Source: an optimization exercise on an open RTL-to-GDS flow (aim: small area, a short achievable clock period and few clock cycles). Production flows keep margins and buffers that such runs may drop.
At most, simulation tests tie the RTL to the original design; equivalence was not proved.
No functional check of the RTL was part of runs 3 to 5.
Power is estimated from default activity; no workload was simulated.

File: config.mk
export PLATFORM = sky130hd
export DESIGN_NAME = cpu16
export DESIGN_NICKNAME = cpu16
export VERILOG_FILES = /design/flow/design.v
export SDC_FILE = /design/flow/constraint.sdc
export NUM_CORES = 4
export LEC_CHECK = 0
export CAP_MARGIN = 20
export CORE_MARGIN = 2
export CORE_UTILIZATION = 40
export CTS_CLUSTER_DIAMETER = 80
export CTS_CLUSTER_SIZE = 20
export SETUP_SLACK_MARGIN = 2.3
export SLEW_MARGIN = 20
export TNS_END_PERCENT = 5
File: constraint.sdc
create_clock -name core_clock -period 6.0 [get_ports {clk}]
set_input_delay 1.2000 -clock core_clock [delete_from_list [all_inputs] [get_ports {clk}]]
set_output_delay 1.2000 -clock core_clock [all_outputs]
set_load 0.01 [all_outputs]
File: design.v
`timescale 1ns/1ps
module cpu16 (
	input  logic clk,
	input  logic arstN,
	output logic iCyc,
	output logic iStb,
	output logic [15:0] iAdr,
	input  logic iAck,
	input  logic [15:0] iDatR,
	output logic dCyc,
	output logic dStb,
	output logic dWe,
	output logic [15:0] dAdr,
	output logic [15:0] dDatW,
	input  logic dAck,
	input  logic [15:0] dDatR,
	output logic halted,
	output logic err
);
	logic [15:0] pc;
	logic [15:0] rf [8];
	logic [7:0] rfValid;    
	logic stopped;
	logic errR;
	logic wEn;              
	logic wLoad;            
	logic [2:0] wDest;
	logic mReq;             
	logic mWe;
	logic [7:0] resLo;      
	logic [7:0] xHi, yHi;   
	logic cLo;              
	logic wLogic, wAndn;    
	logic [15:0] res;       
	logic [15:0] sDat;      
	logic stall;
	logic [15:0] wVal;
	logic wCommit;
	logic [7:0] resHi;
	assign resHi = wLogic ? (wAndn ? (xHi & ~yHi) : (xHi ^ yHi)) : (xHi + yHi + {7'b0, cLo});
	assign res = {resHi, resLo};
	assign stall = mReq && !dAck;
	assign wVal = wLoad ? dDatR : res;
	assign wCommit = wEn && !stall;
	always_ff @(posedge clk) begin
		if (wCommit) rf[wDest] <= wVal;
	end
	always_ff @(posedge clk or negedge arstN) begin
		if (!arstN) rfValid <= '0;
		else if (wCommit) rfValid[wDest] <= 1'b1;
	end
	logic [15:0] ins;
	logic [4:0] op;
	logic [2:0] rs, rt;
	logic [15:0] a, b;
	logic [15:0] imm5, imm8;
	logic isAddi, isSubi, isBeqz, isBnez, isSt, isLd, isAlu, isHalt, isNop, isIll;
	logic exec;
	logic sub, useImm, logicOp, regWe, memOp, taken, stop;
	logic [15:0] opB, pcNext;
	assign ins = iDatR;
	assign op = ins[15:11];
	assign rs = ins[10:8];
	assign rt = ins[7:5];
	assign imm5 = {{11{ins[4]}}, ins[4:0]};
	assign imm8 = {{8{ins[7]}}, ins[7:0]};
	assign isHalt = op == 5'b00000;
	assign isNop  = op == 5'b00001;
	assign isAddi = op == 5'b01000;
	assign isSubi = op == 5'b01001;
	assign isBeqz = op == 5'b01100;
	assign isBnez = op == 5'b01101;
	assign isSt   = op == 5'b10000;
	assign isLd   = op == 5'b10001;
	assign isAlu  = op == 5'b11011;
	assign isIll  = !(isHalt || isNop || isAddi || isSubi || isBeqz || isBnez ||
		isSt || isLd || isAlu);
	assign stop = isHalt || isIll;
	assign exec = iAck && !stall && !stopped;
	logic fwdA, fwdB;
	logic [7:0] hotA, hotB;
	logic [15:0] rdA, rdB;
	assign fwdA = wEn && wDest == rs;
	assign fwdB = wEn && wDest == rt;
	always_comb begin
		rdA = '0;
		rdB = '0;
		for (int i = 0; i < 8; i++) begin
			hotA[i] = rs == 3'(i) && rfValid[i];
			hotB[i] = rt == 3'(i) && rfValid[i];
			rdA = rdA | ({16{hotA[i]}} & rf[i]);
			rdB = rdB | ({16{hotB[i]}} & rf[i]);
		end
	end
	assign a = fwdA ? wVal : rdA;
	assign b = fwdB ? wVal : rdB;
	assign useImm = isAddi || isSubi || isSt || isLd;
	assign sub = isSubi || (isAlu && ins[1:0] == 2'b01);
	assign logicOp = isAlu && ins[1];
	assign opB = useImm ? imm5 : b;
	logic [15:0] aX;
	logic [8:0] sumLo;
	logic [7:0] resultLo;
	assign aX = sub ? ~a : a;
	assign sumLo = {1'b0, opB[7:0]} + {1'b0, aX[7:0]} + {8'b0, sub};
	assign resultLo = logicOp ? (ins[0] ? (a[7:0] & ~b[7:0]) : (a[7:0] ^ b[7:0])) : sumLo[7:0];
	assign regWe = isAddi || isSubi || isLd || isAlu;
	assign memOp = isLd || isSt;
	logic aZero;
	assign aZero = fwdA ? wVal == 16'h0000 : rdA == 16'h0000;
	assign taken = (isBeqz && aZero) || (isBnez && !aZero);
	assign pcNext = taken ? pc + 16'd2 + imm8 : pc + 16'd2;
	always_ff @(posedge clk or negedge arstN) begin
		if (!arstN) begin
			pc <= '0;
			stopped <= 1'b0;
			errR <= 1'b0;
			wEn <= 1'b0;
			mReq <= 1'b0;
		end else begin
			if (exec) begin
				pc <= pcNext;
				if (stop) begin
					stopped <= 1'b1;
					errR <= isIll;
				end
			end
			if (!stall) begin
				wEn <= exec && regWe;
				mReq <= exec && memOp;
			end
		end
	end
	always_ff @(posedge clk) begin
		if (exec) begin
			wLoad <= isLd;
			wDest <= isAlu ? ins[4:2] : ins[7:5];
			mWe <= isSt;
			resLo <= resultLo;
			cLo <= sumLo[8];
			xHi <= aX[15:8];
			yHi <= opB[15:8];
			wLogic <= logicOp;
			wAndn <= ins[0];
			sDat <= b;
		end
	end
	assign iCyc = !stopped;
	assign iStb = !stopped;
	assign iAdr = pc;
	assign dCyc = mReq;
	assign dStb = mReq;
	assign dWe = mWe;
	assign dAdr = res;
	assign dDatW = sDat;
	assign halted = stopped;
	assign err = errR;
endmodule
File: flow/run.sh
#!/bin/bash
# The standard layout, with buf_2 as the buffer that buffer_ports puts on
# every input and output port. make's full output goes to standard.log.
set -euo pipefail
bash standard.sh "BUFFER_PORTS_ARGS=-buffer_cell sky130_fd_sc_hd__buf_2" finish > standard.log 2>&1
File: standard.sh
#!/bin/bash
# synth_recipe.tcl (not shown) runs the flow's synth.tcl, then flattens the netlist and writes it again
# the make line also repeats each setting of config.mk as NAME=value (left out here)
make -C /OpenROAD-flow-scripts/flow DESIGN_CONFIG=/design/flow/config.mk WORK_HOME=/design/flow/orfs CLKGATE_MAP_FILE= SYNTH_SCRIPT=/design/flow/synth_recipe.tcl "${@:-finish}"
==> impl_metrics.tcl, run 1 <==
set metrics [dict create \
    final-seq-area_mm2 0.00599 \
    first_pass_iters 6 \
    reg2reg_depth 14 \
    avgSynthCellArea_um2 11.1 \
    p_leak_uw 0.00517 \
    critPathSlowestCell "edfxtp_1" \
    irDropWorstVdd_v 0.000175 \
    crit_top_cell "fa_2" \
    final.setup.tns_ns 0 \
    synthFlopType "edfxtp_1" \
    ys_types 76 \
    core_area_mm2 0.0287 \
    dp_hpwl_um 23200 \
    crit_path_start_kind "flop" \
    grt_max_degree 50 \
    worst_pin_slew_ns 1.00 \
    slew-limit-headroom 0.332 \
    skew_ns 0.0207 \
    status "no timing/DRC/antenna violations" \
    cap_viol_max_count 0 \
    yosysSeqAreaShare 0.512 \
    clk_latency_ns 0.48 \
    synth_nets 1140 \
    crit_fanout 3 \
    netlist_instances 1052 \
    dr_total_vias 9077 \
    hold_buffers 0 \
    place_area_mm2 0.0126 \
    synth-seq-cells 204 \
    drcViolationCount 0 \
    netlist_area_mm2 0.0117 \
    min_path_cells 1 \
    first_global_vias 8733 \
    die_area_mm2 0.0306 \
    async_reset_ff_frac 0.137 \
    n_antenna_cell 0 \
    arrival_ns 2.56 \
    portBuffers 90 \
    setup_viol 0 \
    drtAntennaViolNets 0 \
    cts-htree-levels 1 \
    cts_tree "built" \
    dieWidth_um 175 \
    post_drt_via_cell_ratio 5.91 \
    cp_slowest_stage_delay_ns 0.43 \
    clock_tree.root_cell "clkbuf_16" \
    drt_wl_total_um 33900 \
    design_area_mm2 0.0135 \
    wl_per_cell_um 22.0 \
    initial_core_util 0.407 \
    hold-worst-slack_ns 0.480 \
    grt.overflow.total 0 \
    critPathKind "reg2out" \
    fmax_mhz 266 \
    fill_cells 2626 \
    synth_edf_count 176 \
    boundaryPins 91 \
    place_congestion 0.880 \
    grtUsageTotal 0.220 \
    path_cells "fa_2 > fa_2 > nand2b_4 > a21oi_1 > o21a_1 > o31ai_4 > inv_1 > buf_2" \
    drive_gt1_frac 0.211 \
    die_h_um 175 \
    hold_path_class "reg2reg" \
    final.period_utilization 0.627 \
    multi_input_area_mm2 0.00549 \
    cts_buffers 15 \
    grt_antenna_before_repair 0 \
    cp-end-kind "primary output" \
    clk_pin_slew_ns 0.08 \
    ys_warn_count 1 \
    cts_sinks 204 \
    fp-row-count 62 \
    syn_to_final_growth_pct 15.5 \
    required_ns 4.80 \
    hold_violations 0 \
    period_needed_ns 3.76 \
    powerDensity_mw_per_mm2 277 \
    grt_pass1_wl_um 51900 \
    fin_nets 1235 \
    rsz0062_at_grt "yes" \
    final-max-slew-violation-count 0 \
    drt_iter0_drc 1093 \
    cts_buffer_depth 3 \
]
==> stage by stage <==
| stage | util | setup WS, ns | power (uW) | instances |
|---|---|---|---|---|
| after global routing | 0.470 | 2.10 | 3940 | 1537 |
| final | 0.470 | 2.24 | 3730 | 1537 |
| after floorplan | - | 1.93 | 2430 | 1052 |
| after detailed placement | 0.439 | 1.09 | 2700 | 1485 |
| after CTS | 0.465 | 2.23 | 3730 | 1530 |
| after global placement | 0.439 | 1.12 | 2690 | 1485 |
==> critical path, delay by kind of cell (launching register included) <==
family / cells / cell delay (ns)
compound gates: 3 / 0.53
fa+ha+maj: 2 / 0.81
buf+inv: 2 / 0.21
flops: 1 / 0.43
simple gates: 1 / 0.09
==> layer usage <==
layer	part of all wire	vias up	GRT usage
met1	0.43	4383	0.310
met2	0.45	445	0.348
met4	0.034	0	0.0740
met3	0.083	65	0.0342
li1	-	4184	-
met5	0	-	0
==> kinds of logic (layout without fill, tap and decap cells) <==
| group | after synthesis | after routing | share of synthesized area |
|---|---|---|---|
| compound gates | 293 | 293 | 0.176 |
| simple gates | 289 | 289 | 0.133 |
| flops | 204 | 204 | 0.512 |
| buf+inv | 121 | 222 | 0.0458 |
| xor+xnor | 56 | 56 | 0.0420 |
| fa+ha+maj | 52 | 52 | 0.0582 |
| mux | 37 | 37 | 0.0331 |
==> final cells by class <==
cell class,count,share of cell area
clock buffers,17,0.0284
clock inverters,6,0.00528
inverters,57,0.0159
multi-input cells,727,0.407
flip-flops and latches,204,0.443
well taps,384,0.0356
repair buffers,142,0.0649
==> synthesized netlist by cell type, types with 9 or more instances <==
cell type | number | area share
edfxtp_1 | 176 | 0.45
a22oi_1 | 107 | 0.069
nand2_1 | 75 | 0.024
nor2_1 | 61 | 0.020
inv_1 | 57 | 0.018
ha_1 | 48 | 0.051
a21oi_1 | 45 | 0.019
xnor2_1 | 44 | 0.033
o21ai_0 | 39 | 0.017
clkbuf_1 | 36 | 0.012
dfrtp_1 | 28 | 0.060
mux2i_1 | 27 | 0.023
nand3_1 | 26 | 0.011
nor3_1 | 25 | 0.011
nand4_1 | 21 | 0.011
buf_2 | 16 | 0.0069
a21o_1 | 12 | 0.0077
and3_1 | 12 | 0.0064
xor2_1 | 12 | 0.0090
a221oi_1 | 11 | 0.0082
a22o_1 | 11 | 0.0082
a211oi_1 | 10 | 0.0064
mux2_2 | 9 | 0.0087
nand2b_1 | 9 | 0.0048
==> state kept, by name (all words and copies together) (netlist names), 3 cells and up <==
name / count
wDest: 3
yHi: 8
resLo: 8
xHi: 8
rfValid: 8
sDat: 16
rf: 128
pc: 16
==> power by group <==
part           internal, uW  switching (uW)
combinational           429             576
clock                   512             499
sequential             1630            83.0
==> cells in the final DEF, fill, tap and decap left out, types with 4 or more instances in the layout <==
master	n
mux2_2	9
a31oi_1	7
o211ai_1	6
a221oi_1	11
a22o_1	11
ha_1	48
nor3_2	4
nor3_1	20
a22oi_2	4
a211oi_1	10
inv_1	56
or3_1	6
nor2_1	59
o21a_1	6
xor2_1	12
dfrtp_1	28
edfxtp_1	176
and4b_4	6
nor2b_1	8
clkbuf_16	15
and2_1	6
o21ai_0	33
nor4bb_4	5
nand2b_1	9
buf_2	84
nand2_1	75
mux2i_1	23
a21oi_1	40
o21ai_1	9
nand3_1	24
nand4_1	21
xnor2_1	44
buf_4	54
a21o_1	12
a22oi_1	104
and3_1	12
mux2i_2	4
a21oi_2	5
==> timing repair <==
item	in CTS	in global routing
gates resized for setup	39	22
endpoints found under the setup margin	26	39
buffers inserted	22	7
pin swaps	12	6
==> path summary, 6_finish.rpt <==
path,slack (ns),startpoint,end
hold / removal,0.48,pc[15]$_DFFE_PN0P_,pc[15]$_DFFE_PN0P_
max in group asynchronous,4.80,arstN,rfValid[6]$_DFFE_PN0P_
min in group asynchronous,0.74,arstN,pc[3]$_DFFE_PN0P_
hold reg to reg,0.48,pc[15]$_DFFE_PN0P_,pc[15]$_DFFE_PN0P_
setup / recovery,2.24,xHi[0]$_DFFE_PP_,dAdr[12]
setup reg to reg,2.29,xHi[0]$_DFFE_PP_,pc[1]$_DFFE_PN0P_
Testbench counts, summed over its fixed seeds: cycles 70,213.
==> run 2: changes to the inputs <==
==> run.sh (new file) <==
#!/bin/bash
# synth_recipe.tcl (not shown) runs the flow's synth.tcl, then flattens the netlist and writes it again
# the make line also repeats each setting of config.mk as NAME=value (left out here)
make -C /OpenROAD-flow-scripts/flow DESIGN_CONFIG=/design/flow/config.mk WORK_HOME=/design/flow/orfs CLKGATE_MAP_FILE= SYNTH_SCRIPT=/design/flow/synth_recipe.tcl finish
removed: flow/run.sh
removed: standard.sh
==> run 2 against run 1 <==
  * Worst setup slack got worse by 0.041 ns
  * First-iteration DRC count grew 12%
  * Critical path depth unchanged
  * Design area increased by 5.3%
  * Register-to-register slack worse by 0.03 ns
  * Worst hold slack better by 0.00056 ns
  * Global-route usage increased by 1.1 points
  * Non-clock buffer count increased by 28
  * Clock-buffer cell count fell by 1
  * Sequential power barely moved
  * Clock skew decreased by 0.0024 ns
  * Sequential share of layout area shrank 2.2 points
==> impl_metrics.tcl, run 2 <==
set metrics [dict create \
    status "no timing/DRC/antenna violations" \
    synth_edf_count 176 \
    drt_iter0_drc 1219 \
    post_drt_via_cell_ratio 6.04 \
    cts_buffers 15 \
    dieWidth_um 175 \
    avgSynthCellArea_um2 11.1 \
    synth_top_cells_by_count "edfxtp_1 (176), a22oi_1 (107), nand2_1 (75), nor2_1 (61), inv_1 (57)" \
    wl_per_cell_um 22.8 \
    drt_wl_total_um 35800 \
    grt.overflow.total 0 \
    place_congestion 0.948 \
    setup.worst_path.start "cLo$_DFFE_PP_" \
    fp-row-count 62 \
    core_area_mm2 0.0287 \
    netlist_area_mm2 0.0117 \
    largest_reg_flops 128 \
    yosys.area.top_type "edfxtp_1" \
    drcViolationCount 0 \
    ys_types 76 \
    yosys.area.top_type_share 0.452 \
    grtUsageTotal 0.231 \
    final-max-slew-violation-count 0 \
    cts_sinks 204 \
    top_regs "rf (128), pc (16), sDat (16)" \
    dr_total_vias 9468 \
    min_from "pc[15]$_DFFE_PN0P_" \
    grt_max_degree 29 \
    grt_antenna_before_repair 0 \
    crit_path_start_kind "flop" \
    hold_path_class "reg2reg" \
    fin_nets 1264 \
    initial_core_util 0.407 \
    syn_to_final_growth_pct 21.6 \
    async_reset_ff_frac 0.137 \
    irDropWorstVdd_v 0.000166 \
    yosysSeqAreaShare 0.512 \
    portBuffers 90 \
    p_total_uw 3800 \
    synth_area_leaders "edfxtp_1 (45%), a22oi_1 (6.9%), dfrtp_1 (6.0%), ha_1 (5.1%), xnor2_1 (3.3%)" \
    crit_fanout 3 \
    slew-limit-headroom 0.354 \
    multi_input_area_mm2 0.00552 \
    setup_viol 0 \
    first_pass_iters 6 \
    rsz0062_at_grt "yes" \
    design_area_mm2 0.0142 \
    top_register "rf" \
    final-seq-area_mm2 0.00599 \
    fmax_mhz 263 \
    cap_viol_max_count 0 \
    finalWorstSetupSlack_ns 2.20 \
    final_cell_mix "edfxtp_1 (176), a22oi_1 (104), nand2_1 (74)" \
    dp_hpwl_um 24400 \
    n_antenna_cell 0 \
    synthFlopType "edfxtp_1" \
    final_cells 1567 \
    synth_nets 1140 \
    cts_tree "built" \
    drive_gt1_frac 0.167 \
    place_area_mm2 0.0131 \
    die_h_um 175 \
    boundaryPins 91 \
    cts_buffer_depth 3 \
    clk_pin_slew_ns 0.09 \
    skew_ns 0.0183 \
    fill_cells 2649 \
    period_needed_ns 3.80 \
    final.setup.tns_ns 0 \
    placed_cells 1499 \
    synth.most_common_cell "edfxtp_1" \
    arrival_ns 2.60 \
    grt_pass1_wl_um 54300 \
    required_ns 4.80 \
    layout_commonest_cell "edfxtp_1" \
    netlist_instances 1052 \
    hold_violations 0 \
    first_global_vias 9108 \
    ys_warn_count 1 \
    critPathKind "reg2out" \
    hold_buffers 0 \
    cts-htree-levels 1 \
    p_leak_uw 0.00535 \
    die_area_mm2 0.0306 \
    cp-end-kind "primary output" \
    clk_latency_ns 0.50 \
    place_ws_ns 0.858 \
    clock_tree.root_cell "clkbuf_16" \
    synth-seq-cells 204 \
    worst_pin_slew_ns 0.964 \
    r2r_start "cLo$_DFFE_PP_" \
    final.period_utilization 0.634 \
    powerDensity_mw_per_mm2 267 \
    drtAntennaViolNets 0 \
]
## run 2: cell counts after synthesis
No cell type changed its count.
## run 2: worst max-delay path, cell delays in order (launching register included)
cell,delay [ns]
edfxtp_1,0.43
fa_2,0.44
fa_2,0.41
nand2b_4,0.09
a21oi_1,0.09
o21a_1,0.23
o31ai_4,0.22
inv_1,0.06
buf_2,0.14
## run 2: final timing paths
| path | slack (ns) | to | depth (start not counted) |
|---|---|---|---|
| min | 0.48 | pc[15]$_DFFE_PN0P_ | 1 |
| min in group asynchronous | 1.09 | pc[1]$_DFFE_PN0P_ | 2 |
| max in group asynchronous | 4.61 | pc[2]$_DFFE_PN0P_ | 2 |
| max reg2reg | 2.26 | pc[13]$_DFFE_PN0P_ | 12 |
| min reg2reg | 0.48 | pc[15]$_DFFE_PN0P_ | 1 |
| max | 2.20 | dAdr[12] | 8 |
## run 2: power breakdown
part           total [uW]  leakage (uW)  internal [uW]  switching, uW
Sequential           1720       0.00195           1630           83.7
Combinational        1090       0.00319            505            586
Clock                 989      0.000207            470            519
Total                3800       0.00535           2610           1190
## run 2: timing repair
item,in CTS,in global routing
buffers inserted,17,25
pin swaps,10,20
gates cloned,1,1
resized for setup,92,41
endpoints found under the setup margin,31,30
hold endpoints to repair,0,0
## run 2: cell type report
| cell class | count | area share |
|---|---|---|
| Clock buffer | 16 | 0.0267 |
| Sequential cell | 204 | 0.421 |
| Timing Repair Buffer | 170 | 0.110 |
| Inverter | 57 | 0.0151 |
| Tap cell | 384 | 0.0338 |
| Clock inverter | 8 | 0.00423 |
| Multi-Input combinational cell | 728 | 0.388 |
## run 2: logic make-up after synthesis
logic type,synth area share
compound gates,0.176
xor+xnor,0.0420
fa+ha+maj,0.0582
buf+inv,0.0458
flops,0.512
mux,0.0331
simple gates,0.133
## run 2: per-stage QoR
step	hold slack [ns]	utilization
after global routing	0.530	0.495
after global placement	0.469	0.457
after floorplan	0.433	-
after detailed placement	0.464	0.457
final	0.481	0.495
after CTS	0.481	0.483
## run 2: routing by layer
metal  vias up  part of all wire  GRT usage
li1       4246                 -          -
met1      4599              0.41      0.315
met2       544              0.45      0.367
met3        79             0.096     0.0381
met4         0             0.041     0.0962
met5         -                 0          0
==> run 3: changes to the inputs <==
==> design.v (replaced) <==
`timescale 1ns/1ps
module cpu16 (
	input  logic clk,
	input  logic arstN,
	output logic iCyc,
	output logic iStb,
	output logic [15:0] iAdr,
	input  logic iAck,
	input  logic [15:0] iDatR,
	output logic dCyc,
	output logic dStb,
	output logic dWe,
	output logic [15:0] dAdr,
	output logic [15:0] dDatW,
	input  logic dAck,
	input  logic [15:0] dDatR,
	output logic halted,
	output logic err
);
	logic [15:0] pc;        
	logic [15:0] ir;
	logic irValid;
	logic [15:0] rf [8];
	logic [7:0] rfValid;    
	logic stopped;
	logic errR;
	logic wEn;              
	logic wLoad;            
	logic [2:0] wDest;
	logic mReq;             
	logic mWe;
	logic [15:0] res;       
	logic [15:0] sDat;      
	logic stall;
	logic [15:0] wVal;
	logic wCommit;
	assign stall = mReq && !dAck;
	assign wVal = wLoad ? dDatR : res;
	assign wCommit = wEn && !stall;
	always_ff @(posedge clk) begin
		if (wCommit) rf[wDest] <= wVal;
	end
	always_ff @(posedge clk or negedge arstN) begin
		if (!arstN) rfValid <= '0;
		else if (wCommit) rfValid[wDest] <= 1'b1;
	end
	logic [4:0] op;
	logic [2:0] rs, rt;
	logic [15:0] a, b;
	logic [15:0] imm5, imm8;
	logic isAddi, isSubi, isBeqz, isBnez, isSt, isLd, isAlu, isHalt, isNop, isIll;
	logic exec, ctl;
	logic sub, useImm, logicOp, regWe, memOp, taken, stop;
	logic [15:0] opB, sum, result;
	assign op = ir[15:11];
	assign rs = ir[10:8];
	assign rt = ir[7:5];
	assign imm5 = {{11{ir[4]}}, ir[4:0]};
	assign imm8 = {{8{ir[7]}}, ir[7:0]};
	assign isHalt = op == 5'b00000;
	assign isNop  = op == 5'b00001;
	assign isAddi = op == 5'b01000;
	assign isSubi = op == 5'b01001;
	assign isBeqz = op == 5'b01100;
	assign isBnez = op == 5'b01101;
	assign isSt   = op == 5'b10000;
	assign isLd   = op == 5'b10001;
	assign isAlu  = op == 5'b11011;
	assign isIll  = !(isHalt || isNop || isAddi || isSubi || isBeqz || isBnez ||
		isSt || isLd || isAlu);
	assign stop = isHalt || isIll;
	assign ctl = isBeqz || isBnez || stop;
	assign exec = irValid && !stall && !stopped && (iAck || !ctl);
	logic fwdA, fwdB;
	logic [7:0] hotA, hotB;
	assign fwdA = wEn && wDest == rs;
	assign fwdB = wEn && wDest == rt;
	always_comb begin
		a = {16{fwdA}} & wVal;
		b = {16{fwdB}} & wVal;
		for (int i = 0; i < 8; i++) begin
			hotA[i] = rs == 3'(i) && rfValid[i] && !fwdA;
			hotB[i] = rt == 3'(i) && rfValid[i] && !fwdB;
			a = a | ({16{hotA[i]}} & rf[i]);
			b = b | ({16{hotB[i]}} & rf[i]);
		end
	end
	assign useImm = isAddi || isSubi || isSt || isLd;
	assign sub = isSubi || (isAlu && ir[1:0] == 2'b01);
	assign logicOp = isAlu && ir[1];
	assign opB = useImm ? imm5 : b;
	assign sum = opB + (sub ? ~a : a) + {15'b0, sub};
	assign result = logicOp ? (ir[0] ? (a & ~b) : (a ^ b)) : sum;
	assign regWe = isAddi || isSubi || isLd || isAlu;
	assign memOp = isLd || isSt;
	assign taken = (isBeqz && a == 16'h0000) || (isBnez && a != 16'h0000);
	logic redirect, accept;
	assign redirect = exec && taken;
	assign accept = iAck && !stopped && (!irValid || exec) && !redirect && !(exec && stop);
	always_ff @(posedge clk or negedge arstN) begin
		if (!arstN) begin
			pc <= '0;
			irValid <= 1'b0;
			stopped <= 1'b0;
			errR <= 1'b0;
			wEn <= 1'b0;
			mReq <= 1'b0;
		end else begin
			if (redirect) pc <= pc + imm8;
			else if (accept) pc <= pc + 16'd2;
			if (accept) irValid <= 1'b1;
			else if (exec || redirect) irValid <= 1'b0;
			if (exec && stop) begin
				stopped <= 1'b1;
				errR <= isIll;
			end
			if (!stall) begin
				wEn <= exec && regWe;
				mReq <= exec && memOp;
			end
		end
	end
	always_ff @(posedge clk) begin
		if (accept) ir <= iDatR;
		if (exec) begin
			wLoad <= isLd;
			wDest <= isAlu ? ir[4:2] : ir[7:5];
			mWe <= isSt;
			res <= result;
			sDat <= b;
		end
	end
	assign iCyc = !stopped;
	assign iStb = !stopped;
	assign iAdr = pc;
	assign dCyc = mReq;
	assign dStb = mReq;
	assign dWe = mWe;
	assign dAdr = res;
	assign dDatW = sDat;
	assign halted = stopped;
	assign err = errR;
endmodule
--- a/config.mk
+++ b/config.mk
@@ -8,8 +8,4 @@
 export CAP_MARGIN = 20
 export CORE_MARGIN = 2
 export CORE_UTILIZATION = 40
-export CTS_CLUSTER_DIAMETER = 80
-export CTS_CLUSTER_SIZE = 20
-export SETUP_SLACK_MARGIN = 2.3
 export SLEW_MARGIN = 20
-export TNS_END_PERCENT = 5
==> run 3 against run 2 <==
  * Worst setup slack got worse by 1.6 ns
  * Synthesized cell count down 3.2%
  * Wire length down 2.2%
  * Final cell count is 2.7% lower
  * Sequential power is 9% lower
  * Maximum frequency is 30% lower
  * Register-to-register slack got worse by 1.7 ns
  * Design area decreased by 2.9%
  * Via count is 2.4% lower
  * Utilization shrank 1.2 points
  * First-iteration DRC count is 9.8% higher
  * Die area down 1.4%
  * Largest cell class unchanged
==> impl_metrics.tcl, run 3 <==
set metrics [dict create \
    status "no timing/DRC/antenna violations" \
    cp.depth 19 \
    clock_tree.root_cell "clkbuf_16" \
    hold_path_class "reg2reg" \
    cts_buffers 24 \
    grtUsageTotal 0.228 \
    yosys.area.top_type_share 0.472 \
    synthFlopType "edfxtp_1" \
    n_antenna_cell 0 \
    die_area_mm2 0.0302 \
    required_ns 6.26 \
    dr_total_vias 9243 \
    combPwrFrac 0.010 \
    fill_cells 2572 \
    r2r_start "wDest[1]$_DFFE_PP_" \
    crit_family "compound AO/OA/AOI/OAI gates" \
    arrival_ns 5.68 \
    avgSynthCellArea_um2 11.3 \
    cts_buffer_depth 3 \
    clk_latency_ns 0.54 \
    drive_gt1_frac 0.104 \
    top_register "rf" \
    yosysSeqAreaShare 0.535 \
    synth_nets 1106 \
    initial_core_util 0.403 \
    multi_input_area_mm2 0.00484 \
    crit_fanout 15 \
    power.share.sequential 0.521 \
    period_needed_ns 5.41 \
    final-max-slew-violation-count 0 \
    setup_viol 0 \
    grt_antenna_before_repair 0 \
    p_sw_uw 597 \
    crit_path_start_kind "flop" \
    min_path_cells 2 \
    cts-htree-levels 1 \
    place_congestion 0.912 \
    netlist_area_mm2 0.0115 \
    timing.rr.end "res[14]$_DFFE_PP_" \
    critPathKind "reg2reg" \
    cap_viol_max_count 0 \
    worst_pin_slew_ns 1.07 \
    hold-worst-slack_ns 0.473 \
    dieWidth_um 174 \
    drt_iter0_drc 1338 \
    first_pass_iters 7 \
    netlist_instances 1018 \
    drcViolationCount 0 \
    post_drt_via_cell_ratio 6.06 \
    fmax_mhz 185 \
    ys_warn_count 1 \
    fp-row-count 62 \
    grt_max_degree 36 \
    min_from "errR$_DFFE_PN0P_" \
    p_sw_frac 0.198 \
    clk_pin_slew_ns 0.06 \
    reg2reg_depth 19 \
    dp_hpwl_um 23900 \
    yosys.area.top_type "edfxtp_1" \
    async_reset_ff_frac 0.138 \
    critical_path_buf_inv_count 1 \
    grt_pass1_wl_um 53300 \
    post-cts-setup-buffers 0 \
    p_leak_uw 0.00516 \
    skew_ns 0.0367 \
    final.setup.tns_ns 0 \
    largest_reg_flops 128 \
    layout_commonest_cell "edfxtp_1" \
    final.period_utilization 0.902 \
    syn_to_final_growth_pct 19.8 \
    p_total_uw 3010 \
    cts_resized 0 \
    drt_wl_total_um 35000 \
    fin_nets 1210 \
    powerDensity_mw_per_mm2 218 \
    synth_area_leaders "edfxtp_1 (47%), dfrtp_1 (6.3%), ha_1 (5.4%), a22oi_1 (4.0%), a21oi_1 (3.4%)" \
    critPathSlowestCell "edfxtp_1" \
    cp-end-kind "flop" \
    rsz0062_at_grt "no" \
    cp_slowest_stage_delay_ns 0.61 \
    design_area_mm2 0.0138 \
    ys_types 73 \
    slew-limit-headroom 0.282 \
    irDropWorstVdd_v 0.000172 \
    hold_path_end "errR$_DFFE_PN0P_" \
    path_cells "xnor2_1 > and4_1 > nor3_1 > buf_4 > a222oi_1 > nand3_1 > a221oi_1 > a21oi_1 > ha_1 > a21o_1 > a21oi_1 > o21bai_1 > a21oi_1 > o21ai_0 > a211oi_1 > o21ai_0 > a31oi_1 > xor2_1 > o21ai_0" \
    p_int_uw 2410 \
    final_cell_mix "edfxtp_1 (181), clkdlybuf4s50_1 (90), a21oi_1 (78)" \
    hold_buffers 0 \
    synth.most_common_cell "edfxtp_1" \
    cts_sinks 210 \
    final-seq-area_mm2 0.00616 \
    portBuffers 90 \
    core_area_mm2 0.0285 \
    wl_per_cell_um 23.0 \
    synth_top_cells_by_count "edfxtp_1 (181), a21oi_1 (78), inv_1 (70), a22oi_1 (61), nor2_1 (57)" \
    post-route-util 0.483 \
    synth-seq-cells 210 \
    grt.overflow.total 0 \
    boundaryPins 91 \
    p_clk_frac 0.469 \
    hold_violations 0 \
    synth_edf_count 181 \
    cts_tree "built" \
    r2r_slack_ns 0.59 \
    place_area_mm2 0.0130 \
    first_global_vias 8927 \
    drtAntennaViolNets 0 \
    die_h_um 174 \
]
## run 3: changes by cell type after synthesis, moves of 9 or more
cell	change
a211oi_1	+11
a21oi_1	+33
a221oi_1	+13
a222oi_1	+28
a22oi_1	-46
a31oi_1	+12
inv_1	+13
mux2i_1	-13
nand2_1	-30
nand4_1	-9
nor3_1	-9
## run 3: area by class of cell
type                    instances  area share
clock buffers                  29      0.0449
clock inverters                15      0.0103
inverters                      71      0.0193
multi-input cells             674       0.351
repair buffers                141      0.0931
well taps                     384      0.0348
flip-flops and latches        210       0.447
## run 3: metrics by stage
| stage | instances | setup slack (ns) |
|---|---|---|
| after detailed placement | 1480 | 0.687 |
| after floorplan | 1018 | 1.42 |
| after CTS | 1524 | 0.689 |
| after global routing | 1524 | 0.274 |
| after global placement | 1480 | 0.757 |
| final | 1524 | 0.586 |
## run 3: worst max path at each step
stage	from	end	slack, ns
finish	wDest[1]$_DFFE_PP_	res[14]$_DFFE_PP_	0.59
global route	wDest[1]$_DFFE_PP_	res[14]$_DFFE_PP_	0.27
CTS	wDest[1]$_DFFE_PP_	res[14]$_DFFE_PP_	0.69
detailed placement	dDatR[1]	res[14]$_DFFE_PP_	0.69
global placement	dDatR[0]	res[14]$_DFFE_PP_	0.76
floorplan	wDest[1]$_DFFE_PP_	res[14]$_DFFE_PP_	1.42
## run 3: power groups by stage
stage / clock (uW) / combinational, uW / sequential, uW
detailed placement: 0 / 30.0 / 1600
floorplan: 0 / 0.731 / 1600
CTS: 1440 / 30.4 / 1570
finish: 1410 / 29.4 / 1570
global route: 1490 / 31.9 / 1570
global placement: 0 / 30.1 / 1600
## run 3: cell families after synthesis
family                   count (synthesis)  synth area share
AO/OA/AOI/OAI                          334             0.202
XOR/XNOR                                50            0.0380
adder cells (fa/ha/maj)                 52            0.0578
buffers and inverters                  134            0.0497
flip-flops                             210             0.535
multiplexers                            21            0.0192
AND/OR/NAND/NOR                        217            0.0978
## run 3: layer usage
layer | global-route usage | vias up | wire length [um] | share of wire
li1 | - | 4180 | - | -
met1 | 0.318 | 4471 | 15100 | 0.43
met2 | 0.349 | 515 | 15600 | 0.44
met3 | 0.0557 | 77 | 3470 | 0.099
met5 | 0 | - | 0 | 0
met4 | 0.0756 | 0 | 921 | 0.026
## run 3: worst register-to-register path: stages, from the launching register on
cell and delay (ns):
edfxtp_1 0.61, xnor2_1 0.34, and4_1 0.58, nor3_1 0.10
buf_4 0.24, a222oi_1 0.36, nand3_1 0.11, a221oi_1 0.38
a21oi_1 0.15, ha_1 0.37, a21o_1 0.20, a21oi_1 0.23
o21bai_1 0.10, a21oi_1 0.21, o21ai_0 0.21, a211oi_1 0.37
o21ai_0 0.15, a31oi_1 0.20, xor2_1 0.15, o21ai_0 0.10
==> run 4: changes to the inputs <==
--- a/config.mk
+++ b/config.mk
@@ -8,4 +8,5 @@
 export CAP_MARGIN = 20
 export CORE_MARGIN = 2
 export CORE_UTILIZATION = 40
+export SETUP_SLACK_MARGIN = 2.0
 export SLEW_MARGIN = 20
==> run 4 against run 3 <==
  * Still clean
  * Largest cell class unchanged
  * Sequential power barely moved
  * Register-to-register slack improved by 1.1 ns
  * Design area rose by 9.2%
  * Total power rose by 0.58%
  * Synthesized area did not move
  * Flip-flop and latch count did not move
  * Clock-buffer cell count rose by 1
  * Highest routed layer unchanged
  * Worst hold slack improved by 0.0056 ns
  * Wire length rose by 6.1%
  * Via count rose by 4.5%
  * Critical path type unchanged
  * Largest power group unchanged
  * Final cell count rose by 5.4%
==> impl_metrics.tcl, run 4 <==
set metrics [dict create \
    period_needed_ns 4.35 \
    final_cell_mix "edfxtp_1 (181), buf_4 (112), clkdlybuf4s50_1 (90)" \
    yosys.area.top_type "edfxtp_1" \
    drive_gt1_frac 0.218 \
    drtAntennaViolNets 0 \
    clk_latency_ns 0.53 \
    cts_buffers 24 \
    synth_area_leaders "edfxtp_1 (47%), dfrtp_1 (6.3%), ha_1 (5.4%), a22oi_1 (4.0%), a21oi_1 (3.4%)" \
    async_reset_ff_frac 0.138 \
    required_ns 6.24 \
    grt_pass1_wl_um 54200 \
    clock_tree.root_cell "clkbuf_16" \
    hold_path_class "reg2reg" \
    critPathSlowestCell "edfxtp_1" \
    grtUsageTotal 0.234 \
    syn_to_final_growth_pct 30.8 \
    status "no timing/DRC/antenna violations" \
    drcViolationCount 0 \
    drt_wl_total_um 37100 \
    path_cells "buf_4 > buf_4 > xor2_1 > nor4_4 > buf_4 > buf_6 > buf_4 > buf_4 > a221oi_2 > xnor2_1 > ha_1 > a21oi_2 > o21bai_1 > a21o_1 > a21o_1 > a21oi_1 > o21bai_1 > a21oi_1 > o31ai_1 > xnor2_1 > a21oi_1" \
    crit_top_cell "buf_4" \
    ys_warn_count 1 \
    top_register "rf" \
    grt_antenna_before_repair 0 \
    core_area_mm2 0.0285 \
    synth_nets 1106 \
    cp-end-kind "flop" \
    layout_commonest_cell "edfxtp_1" \
    synth_edf_count 181 \
    crit_fanout 10 \
    final.setup.tns_ns 0 \
    drt_iter0_drc 1327 \
    netlist_instances 1018 \
    largest_reg_flops 128 \
    post_drt_via_cell_ratio 6.02 \
    fin_nets 1292 \
    dieWidth_um 174 \
    worst_pin_slew_ns 0.854 \
    final.period_utilization 0.725 \
    dr_total_vias 9662 \
    slew-limit-headroom 0.430 \
    avgSynthCellArea_um2 11.3 \
    arrival_ns 4.59 \
    cap_viol_max_count 0 \
    portBuffers 90 \
    cts_buffer_depth 3 \
    cts-htree-levels 1 \
    rsz0062_at_grt "yes" \
    critPathKind "reg2reg" \
    ys_types 73 \
    first_pass_iters 9 \
    boundaryPins 91 \
    yosys.area.top_type_share 0.472 \
    synth_top_cells_by_count "edfxtp_1 (181), a21oi_1 (78), inv_1 (70), a22oi_1 (61), nor2_1 (57)" \
    p_leak_uw 0.00569 \
    die_h_um 174 \
    synth.most_common_cell "edfxtp_1" \
    clk_pin_slew_ns 0.06 \
    initial_core_util 0.403 \
    fmax_mhz 230 \
    skew_ns 0.0162 \
    cts_sinks 210 \
    synthFlopType "edfxtp_1" \
    cp_slowest_stage_delay_ns 0.44 \
    fp-row-count 62 \
    first_global_vias 9116 \
    grt.overflow.total 0 \
    hold-worst-slack_ns 0.479 \
    yosysSeqAreaShare 0.535 \
    powerDensity_mw_per_mm2 201 \
    die_area_mm2 0.0302 \
    irDropWorstVdd_v 0.000183 \
    hold_violations 0 \
    crit_path_start_kind "flop" \
    place_congestion 0.870 \
    setup_viol 0 \
    n_antenna_cell 0 \
    dp_hpwl_um 22600 \
    synth-seq-cells 210 \
    netlist_area_mm2 0.0115 \
    wl_per_cell_um 23.1 \
    final-max-slew-violation-count 0 \
    cts_tree "built" \
    grt_max_degree 37 \
]
-- run 4: changes by cell type in the layout (fill, tap and decap cells not counted), sizes merged --
cell      previous run  this run
clkinvlp             2         3
or3b                 2         3
buf                 51       130
inv                 71        72
clkbuf              29        32
clkinv              11         8
-- run 4: logic make-up (layout without fill, tap and decap cells) --
family	Yosys count	in the layout	synth area share
AO/OA/AOI/OAI	334	334	0.202
XOR/XNOR	50	50	0.0380
adder cells (fa/ha/maj)	52	52	0.0578
buffers and inverters	134	337	0.0497
flip-flops	210	210	0.535
multiplexers	21	21	0.0192
AND/OR/NAND/NOR	217	218	0.0978
-- run 4: cell type report --
cell class,count,area (um^2)
fillers,2509,13500
inverters,71,267
repair buffers,222,2050
clock buffers,30,623
clock inverters,14,140
flip-flops and latches,210,6160
well taps,384,480
multi-input cells,675,5330
-- run 4: critical path, delay by kind of cell, from the launching register on --
kind            cells  cell delay (ns)
buf+inv             6             0.89
flops               1             0.44
simple gates        1             0.08
fa+ha+maj           1             0.37
compound gates     10             1.65
xor+xnor            3             0.61
-- run 4: report_power, final --
part / switching (uW) / internal, uW
registers: 0 / 1570
clock network: 602 / 827
logic: 9.17 / 20.7
-- run 4: what timing repair did --
item | CTS | global route
hold buffers | 0 | 0
setup endpoints to repair | 44 | 43
cloned | 1 | 3
resized for setup | 57 | 53
setup buffers | 50 | 38
pin swaps | 31 | 50
-- run 4: metal layers --
metal,GRT usage,vias up,share of wire
met2,0.363,536,0.46
li1,-,4345,-
met4,0.0823,0,0.028
met3,0.0548,84,0.095
met1,0.323,4697,0.42
met5,0,-,0
-- run 4: path summary, 6_finish.rpt --
path,startpoint,end,slack (ns),cells past startpoint
worst max-delay path,wDest[1]$_DFFE_PP_,res[13]$_DFFE_PP_,1.65,21
worst min-delay path,pc[15]$_DFFE_PN0P_,pc[15]$_DFFE_PN0P_,0.48,1
worst max register to register,wDest[1]$_DFFE_PP_,res[13]$_DFFE_PP_,1.65,21
worst min register to register,pc[15]$_DFFE_PN0P_,pc[15]$_DFFE_PN0P_,0.48,1
max in group asynchronous,arstN,stopped$_DFFE_PN0P_,4.62,2
min in group asynchronous,arstN,rfValid[7]$_DFFE_PN0P_,1.08,2
-- run 4: per-stage QoR --
step,utilization,cells,setup slack [ns],area (um^2),total power [uW]
5_1_grt,0.527,1606,1.48,15100,3110
6_report,0.527,1606,1.65,15100,3030
3_3_place_gp,0.456,1470,1.02,13000,1630
4_1_cts,0.506,1565,1.78,14400,3050
3_5_place_dp,0.456,1470,1.02,13000,1630
2_1_floorplan,-,1018,1.95,11600,1600
==> run 5: changes to the inputs <==
--- a/design.v
+++ b/design.v
@@ -49,7 +49,7 @@
 	logic [15:0] a, b;
 	logic [15:0] imm5, imm8;
 	logic isAddi, isSubi, isBeqz, isBnez, isSt, isLd, isAlu, isHalt, isNop, isIll;
-	logic exec, ctl;
+	logic exec, ctl, usesRs, usesRt, loadUse;
 	logic sub, useImm, logicOp, regWe, memOp, taken, stop;
 	logic [15:0] opB, sum, result;
 	assign op = ir[15:11];
@@ -70,26 +70,45 @@
 		isSt || isLd || isAlu);
 	assign stop = isHalt || isIll;
 	assign ctl = isBeqz || isBnez || stop;
-	assign exec = irValid && !stall && !stopped && (iAck || !ctl);
+	assign usesRs = !(isHalt || isNop || isIll);
+	assign usesRt = isSt || isAlu;
+	assign loadUse = wEn && wLoad && ((usesRs && fwdA) || (usesRt && fwdB));
+	assign exec = irValid && !stall && !loadUse && !stopped && (iAck || !ctl);
 	logic fwdA, fwdB;
 	logic [7:0] hotA, hotB;
-	assign fwdA = wEn && wDest == rs;
-	assign fwdB = wEn && wDest == rt;
+	logic [15:0] rdA, rdB;
 	always_comb begin
-		a = {16{fwdA}} & wVal;
-		b = {16{fwdB}} & wVal;
+		rdA = '0;
+		rdB = '0;
 		for (int i = 0; i < 8; i++) begin
-			hotA[i] = rs == 3'(i) && rfValid[i] && !fwdA;
-			hotB[i] = rt == 3'(i) && rfValid[i] && !fwdB;
-			a = a | ({16{hotA[i]}} & rf[i]);
-			b = b | ({16{hotB[i]}} & rf[i]);
+			hotA[i] = rs == 3'(i) && rfValid[i];
+			hotB[i] = rt == 3'(i) && rfValid[i];
+			rdA = rdA | ({16{hotA[i]}} & rf[i]);
+			rdB = rdB | ({16{hotB[i]}} & rf[i]);
 		end
 	end
+	assign a = fwdA ? res : rdA;
+	assign b = fwdB ? res : rdB;
 	assign useImm = isAddi || isSubi || isSt || isLd;
 	assign sub = isSubi || (isAlu && ir[1:0] == 2'b01);
 	assign logicOp = isAlu && ir[1];
 	assign opB = useImm ? imm5 : b;
-	assign sum = opB + (sub ? ~a : a) + {15'b0, sub};
+	function automatic logic [15:0] addFast(input logic [15:0] x, input logic [15:0] y,
+		input logic inv);
+		logic [15:0] p, gg, pp;
+		p = x ^ y ^ {16{inv}};
+		gg = y & (x ^ {16{inv}});
+		gg[0] = gg[0] | (p[0] & inv);
+		pp = p;
+		for (int d = 1; d < 16; d = d * 2) begin
+			for (int i = 15; i >= d; i--) begin
+				gg[i] = gg[i] | (pp[i] & gg[i - d]);
+				pp[i] = pp[i] & pp[i - d];
+			end
+		end
+		addFast = p ^ {gg[14:0], inv};
+	endfunction
+	assign sum = addFast(a, opB, sub);
 	assign result = logicOp ? (ir[0] ? (a & ~b) : (a ^ b)) : sum;
 	assign regWe = isAddi || isSubi || isLd || isAlu;
 	assign memOp = isLd || isSt;
@@ -120,11 +139,22 @@
 			end
 		end
 	end
+	logic [2:0] eDest, wDestN, rsN, rtN;
+	logic wEnN;
+	assign eDest = isAlu ? ir[4:2] : ir[7:5];
+	assign wEnN = stall ? wEn : (exec && regWe);
+	assign wDestN = exec ? eDest : wDest;
+	assign rsN = accept ? iDatR[10:8] : ir[10:8];
+	assign rtN = accept ? iDatR[7:5] : ir[7:5];
+	always_ff @(posedge clk) begin
+		fwdA <= wEnN && wDestN == rsN;
+		fwdB <= wEnN && wDestN == rtN;
+	end
 	always_ff @(posedge clk) begin
 		if (accept) ir <= iDatR;
 		if (exec) begin
 			wLoad <= isLd;
-			wDest <= isAlu ? ir[4:2] : ir[7:5];
+			wDest <= eDest;
 			mWe <= isSt;
 			res <= result;
 			sDat <= b;
--- a/config.mk
+++ b/config.mk
@@ -8,5 +8,5 @@
 export CAP_MARGIN = 20
 export CORE_MARGIN = 2
 export CORE_UTILIZATION = 40
-export SETUP_SLACK_MARGIN = 2.0
+export SETUP_SLACK_MARGIN = 2.5
 export SLEW_MARGIN = 20
==> run 5 against run 4 <==
  * Still clean
  * Global-route usage is 1.5 points higher
  * Die area is 5.7% higher
  * Clock-buffer cell count is 3 lower
  * Largest cell class unchanged
==> impl_metrics.tcl, run 5 <==
set metrics [dict create \
    first_pass_iters 7 \
    final.period_utilization 0.656 \
    initial_core_util 0.409 \
    synth_nets 1171 \
    dieWidth_um 179 \
    top_register "rf" \
    grt.overflow.total 0 \
    arrival_ns 4.33 \
    grt_antenna_before_repair 1 \
    place_congestion 0.878 \
    crit_top_cell "buf_6" \
    cp-end-kind "flop" \
    first_global_vias 9781 \
    ys_types 87 \
    cap_viol_max_count 0 \
    drcViolationCount 0 \
    die_h_um 179 \
    netlist_area_mm2 0.0122 \
    synth_edf_count 178 \
    critPathKind "reg2reg" \
    die_area_mm2 0.0319 \
    portBuffers 90 \
    crit_path_start_kind "flop" \
    period_needed_ns 3.94 \
    drtAntennaViolNets 0 \
    final.setup.tns_ns 0 \
    largest_reg_flops 128 \
    clk_latency_ns 0.53 \
    skew_ns 0.0107 \
    dp_hpwl_um 25100 \
    post_drt_via_cell_ratio 6.12 \
    grt_max_degree 42 \
    n_antenna_cell 0 \
    irDropWorstVdd_v 0.000230 \
    slew-limit-headroom 0.372 \
    yosysSeqAreaShare 0.506 \
    final-max-slew-violation-count 0 \
    p_leak_uw 0.00574 \
    cts-htree-levels 1 \
    powerDensity_mw_per_mm2 319 \
    synth.most_common_cell "edfxtp_1" \
    cp_slowest_stage_delay_ns 0.51 \
    drive_gt1_frac 0.212 \
    final_cell_mix "edfxtp_1 (178), buf_4 (94), clkdlybuf4s50_1 (90)" \
    cts_buffers 24 \
    post-route-util 0.524 \
    required_ns 6.40 \
    cts_tree "built" \
    hold_violations 0 \
    cts_sinks 212 \
    ys_warn_count 1 \
    worst_pin_slew_ns 0.932 \
    drt_iter0_drc 1708 \
    boundaryPins 91 \
    crit_fanout 7 \
    yosys.area.top_type_share 0.438 \
    wl_per_cell_um 24.0 \
    grt_pass1_wl_um 59600 \
    critPathSlowestCell "edfxtp_1" \
    status "no timing/DRC/antenna violations" \
    rsz0062_at_grt "yes" \
    layout_commonest_cell "edfxtp_1" \
    crit_family "compound AO/OA/AOI/OAI gates" \
    drt_wl_total_um 40100 \
    cts_buffer_depth 3 \
    clock_tree.root_cell "clkbuf_16" \
    grtUsageTotal 0.249 \
    synth-seq-cells 212 \
    synth_area_leaders "edfxtp_1 (44%), dfrtp_1 (6.0%), a22oi_1 (5.0%), ha_1 (3.8%), xnor2_1 (3.7%)" \
    syn_to_final_growth_pct 28.0 \
    yosys.area.top_type "edfxtp_1" \
    path_cells "buf_6 > nor4b_4 > buf_4 > buf_6 > a222oi_1 > and4_4 > a21oi_4 > mux2_4 > maj3_2 > o32ai_4 > o41ai_4 > o31ai_4 > a21boi_2 > a2111o_1 > nand3_2" \
    netlist_instances 1097 \
    fill_cells 2598 \
    fin_nets 1334 \
    synthFlopType "edfxtp_1" \
    synth_top_cells_by_count "edfxtp_1 (178), a22oi_1 (81), inv_1 (74), nand2_1 (73), nor2_1 (60)" \
    fp-row-count 63 \
    setup_viol 0 \
    hold_path_class "reg2reg" \
    clk_pin_slew_ns 0.07 \
    core_area_mm2 0.0298 \
    critical_path_buf_inv_count 3 \
    dr_total_vias 10200 \
    async_reset_ff_frac 0.137 \
    fmax_mhz 254 \
    avgSynthCellArea_um2 11.1 \
]
run 5: cell count changes in the layout (fill, tap and decap cells not counted), sizes merged, moves of 7 or more:
cell,previous run,this run
a211oi,21,6
a21boi,1,8
a21oi,79,46
a221oi,26,5
a22oi,61,82
a31oi,20,7
buf,130,111
ha,50,37
mux2,6,18
mux2i,15,28
nand2,45,74
nand4,12,26
o21ai,40,53
xnor2,40,51
run 5: layer usage:
metal  up-vias  GRT usage  wire [um]
li1       4572          -          -
met1      4970      0.355      17200
met2       583      0.389      18000
met3        88     0.0303       3430
met4         2     0.0945       1450
met5         -          0         16
run 5: power by group:
part / total, uW / switching [uW] / internal, uW
registers: 1910 / 169 / 1740
logic: 1470 / 806 / 661
clock network: 1600 / 625 / 973
total: 4980 / 1600 / 3380
run 5: final timing paths:
check / startpoint / cells past startpoint / endpoint / slack (ns)
hold / removal: pc[15]$_DFFE_PN0P_ / 1 / pc[15]$_DFFE_PN0P_ / 0.51
min in group asynchronous: arstN / 2 / pc[11]$_DFFE_PN0P_ / 1.07
setup / recovery: ir[6]$_DFFE_PN_ / 15 / res[13]$_DFFE_PN_ / 2.06
max in group asynchronous: arstN / 2 / rfValid[3]$_DFFE_PN0P_ / 4.61
hold reg to reg: pc[15]$_DFFE_PN0P_ / 1 / pc[15]$_DFFE_PN0P_ / 0.51
setup reg to reg: ir[6]$_DFFE_PN_ / 15 / res[13]$_DFFE_PN_ / 2.06
run 5: worst register-to-register path: cells and delay by family (launching register included):
family	cells	cell delay (ns)
DFF	1	0.51
muxes	1	0.29
adders and majority gates	1	0.33
buffers and inverters	3	0.44
AOI/OAI and AO/OA	7	1.80
and+or+nand+nor	3	0.42
run 5: cells by family after synthesis:
kind of cell	after synthesis	synth area share
muxes	46	0.0426
buffers and inverters	143	0.0520
adders and majority gates	40	0.0414
DFF	212	0.506
and+or+nand+nor	269	0.116
xor gates and xnor gates	63	0.0453
AOI/OAI and AO/OA	324	0.196
run 5: timing repair:
| item | in CTS | in global routing |
|---|---|---|
| pin swaps | 23 | 26 |
| setup buffers | 65 | 21 |
| hold buffers | 0 | 0 |
| setup endpoints to repair | 50 | 47 |
| gates resized for setup | 62 | 40 |
| cloned | 3 | 0 |
run 5: per-stage QoR:
step | std cells | cell area [um^2] | setup WS (ns) | total power, uW | hold WS, ns
final | 1668 | 15600 | 2.06 | 4980 | 0.515
after floorplan | 1097 | 12300 | 2.44 | 2740 | 0.433
after detailed placement | 1535 | 13600 | 1.10 | 3190 | 0.474
after CTS | 1647 | 15200 | 2.10 | 4920 | 0.501
after global placement | 1535 | 13600 | 1.16 | 3180 | 0.475
after global routing | 1668 | 15600 | 1.82 | 5190 | 0.524
run 5: final cells by class:
cell class / count / area [um^2] / area share
flip-flops and latches: 212 / 6170 / 0.396
multi-input cells: 744 / 5960 / 0.382
repair buffers: 202 / 1840 / 0.118
clock buffers: 27 / 633 / 0.0406
well taps: 390 / 488 / 0.0313
inverters: 75 / 290 / 0.0186
clock inverters: 17 / 213 / 0.0136
repair inverters: 1 / 5.00 / 0.000321

==> port drivers added, routing unchanged <==
No port has a modelled driver above. Below, the same layouts with a new extraction and two added sets of constraints.
Step 1: set_driving_cell puts a clkbuf_16 on clk and a buf_2 on each other input, an assumption about the parent block.
Step 2 adds t to the input delays and takes it off the output delays; t is the mean of the earliest and latest rising clock arrival at the registers after step 1. Input paths then give back, and output paths get back, about the clock's delay inside the block.
Slacks: ideal ports / drivers / drivers and shift; pairs: ideal ports / drivers.
run	t (ns)	setup slack, ns	slew at the worst register clock pin (ns)	worst data-port slew with drivers (ns)	cell pins on the clock port's net
run 1	0.522	2.239 / 2.190 / 1.739	0.09 / 0.09	0.05	1
run 2	0.535	2.198 / 2.150 / 1.724	0.09 / 0.09	0.06	1
run 3	0.576	0.586 / 0.586 / 0.586	0.06 / 0.06	0.05	1
run 4	0.579	1.651 / 1.651 / 1.214	0.06 / 0.06	0.04	1
run 5	0.577	2.062 / 2.062 / 1.750	0.07 / 0.07	0.05	1
After both steps every run listed still meets setup and hold. The setup slack of run 1, which loses most, moves by -0.049 ns with the drivers and by -0.500 ns with both steps.
